Source: an optimization exercise on an open RTL-to-GDS flow (aim: small area). Production flows keep margins and buffers that such runs may drop.
Function was checked by simulation only, so behaviour that the tests miss may differ from the original.
Power and IR drop assume default switching activity.

## flow/design.v (module list and top-level ports; edited modules follow where they fit)
// module dac_cond_channel: 77 lines
// module dac_cond_fa: 4 lines
// module dac_cond_ha: 4 lines
// module dac_cond_bsel: 3 lines
// module dac_cond_bseln: 3 lines
// module dac_cond_bsel0: 3 lines
// module dac_cond_bseln0: 3 lines
// module dac_cond_mul_a: 581 lines
// module dac_cond_mul_c: 685 lines
// module dac_output_conditioner: 76 lines
module dac_output_conditioner
#(
  parameter int DAC_DATA_WIDTH = 14,
  parameter int IN_DATA_WIDTH  = 16,
  parameter int GAIN_WIDTH     = 16
) (
  input  logic                             aclk,
  input  logic                             rst,
  input  logic signed [IN_DATA_WIDTH-1:0]  in_a,
  input  logic signed [IN_DATA_WIDTH-1:0]  in_b,
  input  logic signed [GAIN_WIDTH-1:0]     gain_a,
  input  logic signed [GAIN_WIDTH-1:0]     gain_b,
  input  logic signed [DAC_DATA_WIDTH-1:0] offset_a,
  input  logic signed [DAC_DATA_WIDTH-1:0] offset_b,
  input  logic                             enable_a,
  input  logic                             enable_b,
  input  logic [dac_cond_pkg::ENV_W-1:0]   ramp_step,
  input  logic                             sat_clr,
  output logic signed [DAC_DATA_WIDTH-1:0] dat_a_o,
  output logic signed [DAC_DATA_WIDTH-1:0] dat_b_o,
  output logic [1:0]                       state_a,
  output logic [1:0]                       state_b,
  output logic [dac_cond_pkg::SAT_CNT_W-1:0] sat_cnt_a,
  output logic [dac_cond_pkg::SAT_CNT_W-1:0] sat_cnt_b
);
  // ...
==> flow/run.sh <==
#!/bin/bash
# synth_recipe.tcl (not shown) runs the flow's synth.tcl, then flattens the netlist and writes it again
# the make line also repeats each setting of config.mk as NAME=value (left out here)
make -C /OpenROAD-flow-scripts/flow DESIGN_CONFIG=/design/flow/config.mk WORK_HOME=/design/flow/orfs CLKGATE_MAP_FILE= SYNTH_SCRIPT=/design/flow/synth_recipe.tcl finish
==> flow/config.mk <==
export PLATFORM = sky130hd
export DESIGN_NAME = dac_output_conditioner
export DESIGN_NICKNAME = dac_output_conditioner
export VERILOG_FILES = /design/flow/design.v
export SDC_FILE = /design/flow/constraint.sdc
export NUM_CORES = 4
export LEC_CHECK = 0
export CAP_MARGIN = 0
export CORE_MARGIN = 2
export CORE_UTILIZATION = 55
export SLEW_MARGIN = 0
export SYNTH_HIERARCHICAL = 1
==> flow/constraint.sdc <==
create_clock -name core_clock -period 8.0 [get_ports {aclk}]
set_input_delay 1.6000 -clock core_clock [delete_from_list [all_inputs] [get_ports {aclk}]]
set_output_delay 1.6000 -clock core_clock [all_outputs]
set_load 0.01 [all_outputs]
==> run summary, run 1 <==
run status=finished clean; multi-input logic cell count=2,859; buffers inserted during post-CTS setup optimization=0; Cells after DPL=4,348; sum of net half-perimeters after detailed placement=75,300 µm; setup tns final=0 ns; Max VDD drop=0.466 mV; worst hold endpoint=u_ch_b.p2d_q[10]$_DFF_P_; via count=26,400; worst-skew pair later-pin latency=0.48 ns; Biggest Area Class=multi-input gates; beginning of the worst hold path=u_ch_b.p2_q[10]$_DFF_P_; logic depth of the worst register-to-register path=29; clock buffers=17; Worst slew margin=32.0%; met1 track utilization from global routing=39.8%; count of instances resized after the clock tree is built=0; count of flip-flops with a built-in enable after synthesis=0; count of warnings emitted by yosys=8; DP Area=37,000 µm²; most frequent cells after synthesis=588 x sky130_fd_sc_hd__fa_1, 548 x sky130_fd_sc_hd__nand2_1, 308 x sky130_fd_sc_hd__xnor2_1; CTS Root Buffer Type=sky130_fd_sc_hd__clkbuf_16; final layout net count=4,462; area of the multi-input gates=28,400 µm²; count of max-cap constraint violations=0; Int Power=9.13 mW; P_sw=10.1 mW; cell occurring most often along the worst timing path=sky130_fd_sc_hd__fa_1; power per standard cell area=510 nW/µm²; fraction of area in multi-input gates=75.3%; largest delay contributor family on the critical path=adder cells; depth of the critical timing path with buffers and inverters included=23
==> inputs of run 2 (changes only) <==
--- a/flow/config.mk
+++ b/flow/config.mk
@@ -5,8 +5,8 @@
 export SDC_FILE = /design/flow/constraint.sdc
 export NUM_CORES = 4
 export LEC_CHECK = 0
-export CAP_MARGIN = 0
+export CAP_MARGIN = 20
 export CORE_MARGIN = 2
-export CORE_UTILIZATION = 55
-export SLEW_MARGIN = 0
+export CORE_UTILIZATION = 40
+export SLEW_MARGIN = 20
 export SYNTH_HIERARCHICAL = 1
==> run summary, run 2 <==
setup tns final=0 ns (unchanged); height of the die=292 µm (was 250 µm); shortest clock period the worst path allows after layout=7.47 ns (about the same); most used cells in the layout excluding fill and tap cells=588 x sky130_fd_sc_hd__fa_1, 548 x sky130_fd_sc_hd__nand2_1, 308 x sky130_fd_sc_hd__xnor2_1 (unchanged); I/O pins=176 (unchanged); synthesized-area fraction occupied by and/or/nand/nor cells=14.1% (unchanged); share of the clock period used by the worst path=93.3% (was 93.4%); remaining number of nets flagged by the antenna check after routing=0 (unchanged); CTS Root Buffer Type=sky130_fd_sc_hd__clkbuf_16 (unchanged); filler cell count=7,806 (was 5,047); proportion of layout cells with a drive suffix above 1=15.5% (was 16.0%); final setup violating endpoints=0 (unchanged); main flop type after synthesis=sky130_fd_sc_hd__dfxtp_1 (unchanged); run status=finished clean (unchanged); final layout net count=4,445 (was 4,462); Synth Area in XOR/XNOR=10.7% (unchanged); wire per inst=19.8 µm (was 21.6 µm); unrepaired setup endpoints after global routing=false (unchanged); Tightest Pin Transition=0.933 ns (was 1.02 ns); Initial Util=40.5% (was 55.4%); count of flip-flops with a built-in enable after synthesis=0 (unchanged); largest net degree at the start of global routing=33 (unchanged); last element of the critical path=u_ch_a.c_q[12]$_DFF_P_ (was u_ch_a.p2_q[16]$_DFF_P_); Avg Inst Size Synth=10.0 µm² (unchanged); CP startpoint kind=flip-flop (was primary input); Highest Clock Rate=0.134 GHz (about the same); quantity of I/O buffers inserted on ports=175 (unchanged); portion of synthesized cell area occupied by the leading cell type=35.4% (unchanged); setup slack at placement=0.216 ns (was 0.118 ns); via density per instance=5.50 (was 6.02); first-pass GRT wire length=148,000 µm (was 152,000 µm); first-pass iteration count of the detailed router=5 (was 6); capturing point of the worst reg2reg path=u_ch_a.c_q[12]$_DFF_P_ (was u_ch_b.c_q[6]$_DFF_P_); final number of max-transition violations=0 (unchanged); synthesized flop and latch total=196 (unchanged); residual DRC count=0 (unchanged); required arrival time at the worst endpoint=8.35 ns (was 8.36 ns); Crit Reg-Reg Startpoint=u_ch_a.env_q[8]$_SDFF_PP0_ (was u_ch_b.p2d_q[0]$_DFF_P_); Max VDD drop=0.520 mV (was 0.466 mV); via count=25,600 (was 26,400); Mapped Nets=4,203 (unchanged); Setup CP Type=flip-flop to flip-flop (was primary input to flip-flop); count of max-cap constraint violations=0 (unchanged); Crit-path slowest cell=sky130_fd_sc_hd__dfxtp_1 (was sky130_fd_sc_hd__o21ai_1); leading cell type by number of instances after synthesis=sky130_fd_sc_hd__fa_1 (unchanged); ys async rst share=0% (unchanged); Core Area=82,200 µm² (was 60,100 µm²); crit path from=u_ch_a.env_q[8]$_SDFF_PP0_ (was gain_a[2]); cell occurring most often along the worst timing path=sky130_fd_sc_hd__fa_1 (unchanged); count of warnings emitted by yosys=8 (unchanged); worst reg2reg setup slack=0.53 ns (was 0.54 ns); CP Data Arrival Time=7.82 ns (was 7.83 ns); Iteration-0 DRC Markers=1,657 (was 1,877); sum of net half-perimeters after detailed placement=72,900 µm (was 75,300 µm); clock transition at the register clock pins on the worst setup and hold paths after CTS=0.08 ns (about the same); num rows=105 (was 90); die area=85,600 µm² (was 62,500 µm²); CTS max path bufs=2 (unchanged); largest stage delay on the critical path=0.69 ns (was 0.68 ns); cts bufs inserted=17 (unchanged); Final Hold Vio Count=0 (unchanged); compound-cell area share of the yosys netlist=17.3% (unchanged); CTS H-tree lvls=4 (unchanged); sequential area share after synthesis=11.8% (unchanged); count of instances resized after the clock tree is built=0 (unchanged); post-layout utilization of the core=46.0% (was 62.7%); global route overflow=0 (unchanged); clock tree from TritonCTS=done (unchanged); final worst slack=0.535 ns (was 0.531 ns); CP Capture Type=flip-flop (unchanged); Post-CTS Hold Fix Bufs=0 (unchanged); post-synthesis mux area share=0.376% (unchanged); leakage power figure=12.5 nW (was 12.6 nW); adder-cell area share of the yosys netlist=42.4% (unchanged); number of different library cells in the post-synthesis netlist=78 (unchanged); Non-Filler Cell Area, Final=37,900 µm² (was 37,700 µm²); DP Area=37,300 µm² (was 37,000 µm²); count of mapped cells out of synthesis=3,326 (unchanged); Chip Width=292 µm (was 250 µm); most frequent cells after synthesis=588 x sky130_fd_sc_hd__fa_1, 548 x sky130_fd_sc_hd__nand2_1, 308 x sky130_fd_sc_hd__xnor2_1 (unchanged); largest fanout on the critical path=14 (was 7); buffers inserted during post-CTS setup optimization=0 (unchanged); antenna diode count=0 (was 1); most common cell after layout, fill and taps aside=sky130_fd_sc_hd__fa_1 (unchanged); clk sinks=196 (unchanged); wire length reported by the detailed router=92,200 µm (was 94,800 µm); worst-skew pair later-pin latency=0.49 ns (was 0.48 ns); global routing usage summed across all routing layers=21.9% (was 30.8%); post-layout total power=18.5 mW (was 19.2 mW); mapped cell area=33,300 µm² (unchanged); growth of design area from synthesis to finish=13.8% (was 13.2%); synth top area cells=sky130_fd_sc_hd__fa_1 35%, sky130_fd_sc_hd__dfxtp_1 12%, sky130_fd_sc_hd__a22oi_2 9.6% (unchanged); final weighted congestion in routability-driven placement=0.885 (was 0.932); dominant combinational cell family by area after synthesis=adder cells (unchanged); power per standard cell area=490 nW/µm² (was 510 nW/µm²); Worst slew margin=37.6% (was 32.0%); HP Class=flip-flop to flip-flop (unchanged); number of global-route vias before repair=26,800 (was 28,300); number of antenna violations at the first check in global routing=1 (unchanged); logic depth of the worst register-to-register path=29 (unchanged); Post-Route Skew=0.0144 ns (was 0.0131 ns); cell type contributing the most total cell area after synthesis=sky130_fd_sc_hd__fa_1 (unchanged)
## run 2: changes by cell type in the layout (fill, tap and decap cells not counted), sizes merged
cell	change
buf	-17
clkinv	+2
clkbuf	+1
diode	-1
bufinv	-2
clkinvlp	-1
## run 2: power by group
part	internal, mW	leakage, nW	switching, mW
sequential	1.49	1.62	0.386
clock	0.445	0.287	0.455
combinational	7.01	10.6	8.75
total	8.95	12.5	9.59
## run 2: logic make-up (layout without fill, tap and decap cells)
logic type,count (synthesis),in the layout
adders and majority gates,777,777
and+or+nand+nor,1028,1028
AOI/OAI and AO/OA,635,635
DFF,196,196
muxes,12,12
xor gates and xnor gates,407,407
buffers and inverters,271,526
## run 2: worst min-delay path by stage
stage                                       from                 endpoint  slack, ns  cells after the start
after floorplan           u_ch_a.p2_q[0]$_DFF_P_  u_ch_a.p2d_q[0]$_DFF_P_       0.31                      0
after global routing      u_ch_a.p2_q[3]$_DFF_P_  u_ch_a.p2d_q[3]$_DFF_P_       0.33                      0
final                     u_ch_a.p2_q[3]$_DFF_P_  u_ch_a.p2d_q[3]$_DFF_P_       0.32                      0
after CTS                 u_ch_a.p2_q[6]$_DFF_P_  u_ch_a.p2d_q[6]$_DFF_P_       0.32                      0
after detailed placement  u_ch_a.p2_q[1]$_DFF_P_  u_ch_a.p2d_q[1]$_DFF_P_       0.31                      0
after global placement    u_ch_a.p2_q[3]$_DFF_P_  u_ch_a.p2d_q[3]$_DFF_P_       0.31                      0
## run 2: metrics by stage
stage               hold WS (ns)  cells
floorplan                  0.310   3326
global placement           0.311   4619
detailed placement         0.312   4619
CTS                        0.321   4651
global route               0.333   4651
finish                     0.319   4651
## run 2: area by class of cell
cell class,instances,area (µm²),share of cell area (%)
multi-input cells,2859,28400,75.0
clock buffers,18,429,1.13
clock inverters,14,165,0.436
repair buffers,343,3010,7.96
inverters,151,594,1.57
well taps,1070,1340,3.54
flip-flops and latches,196,3920,10.4
## run 2: worst max-delay path: cells and delay by family, from the launching register on
family / cells / cell delay (ns)
adders and majority gates: 8 / 3.35
DFF: 1 / 0.69
AOI/OAI and AO/OA: 11 / 1.85
xor gates and xnor gates: 1 / 0.16
buffers and inverters: 3 / 0.31
and+or+nand+nor: 6 / 0.93
## run 2: routing by layer
| metal | up-vias | global-route usage, % | part of all wire, % |
|---|---|---|---|
| met3 | 119 | 3.26 | 5.9 |
| met2 | 793 | 35.8 | 47 |
| met5 | - | 0 | 0.013 |
| li1 | 11700 | - | - |
| met1 | 12900 | 30.2 | 45 |
| met4 | 2 | 5.89 | 2.2 |
## run 2: modules after synthesis (local to each module, per instance), a selection
module / cells inside / area (µm²)
dac_cond_bsel: 2 / 21.3
dac_cond_ha: 1 / 12.5
dac_cond_fa: 1 / 20.0
dac_cond_mul_c: 460 / 2400
dac_cond_bsel0: 2 / 12.5
dac_output_conditioner: 16 / 131
dac_cond_bseln: 2 / 21.3
dac_cond_mul_a: 181 / 1270

[separate check: timing with driven ports]
The results above use ideal ports. As a check the final layouts listed here were re-extracted and re-timed, cells and wires unchanged.
Step 1 (the two cells are an assumption about what drives the block):
set clk [get_ports {aclk}]
set_driving_cell -lib_cell sky130_fd_sc_hd__clkbuf_16 $clk
set_driving_cell -lib_cell sky130_fd_sc_hd__buf_2 [delete_from_list [all_inputs] $clk]
Step 2 times the ports against the registers' clock, not the clock port: input delays grow and output delays shrink by t, the midpoint of the rising clock arrivals with the driver on.
Slacks: ideal / step 1 / step 2; pairs: ideal / step 1.
run | t, ns | slack for setup (ns) | latest minus earliest clock arrival (ns)
run 1 | 0.536 | 0.531 / 0.543 / 0.021 | 0.014 / 0.015
run 2 | 0.543 | 0.535 / 0.535 / 0.217 | 0.017 / 0.016
After both steps setup and hold are still met in every run listed. For run 1, which loses most, drivers alone change the setup slack by +0.012 ns; drivers and shift together by -0.510 ns.
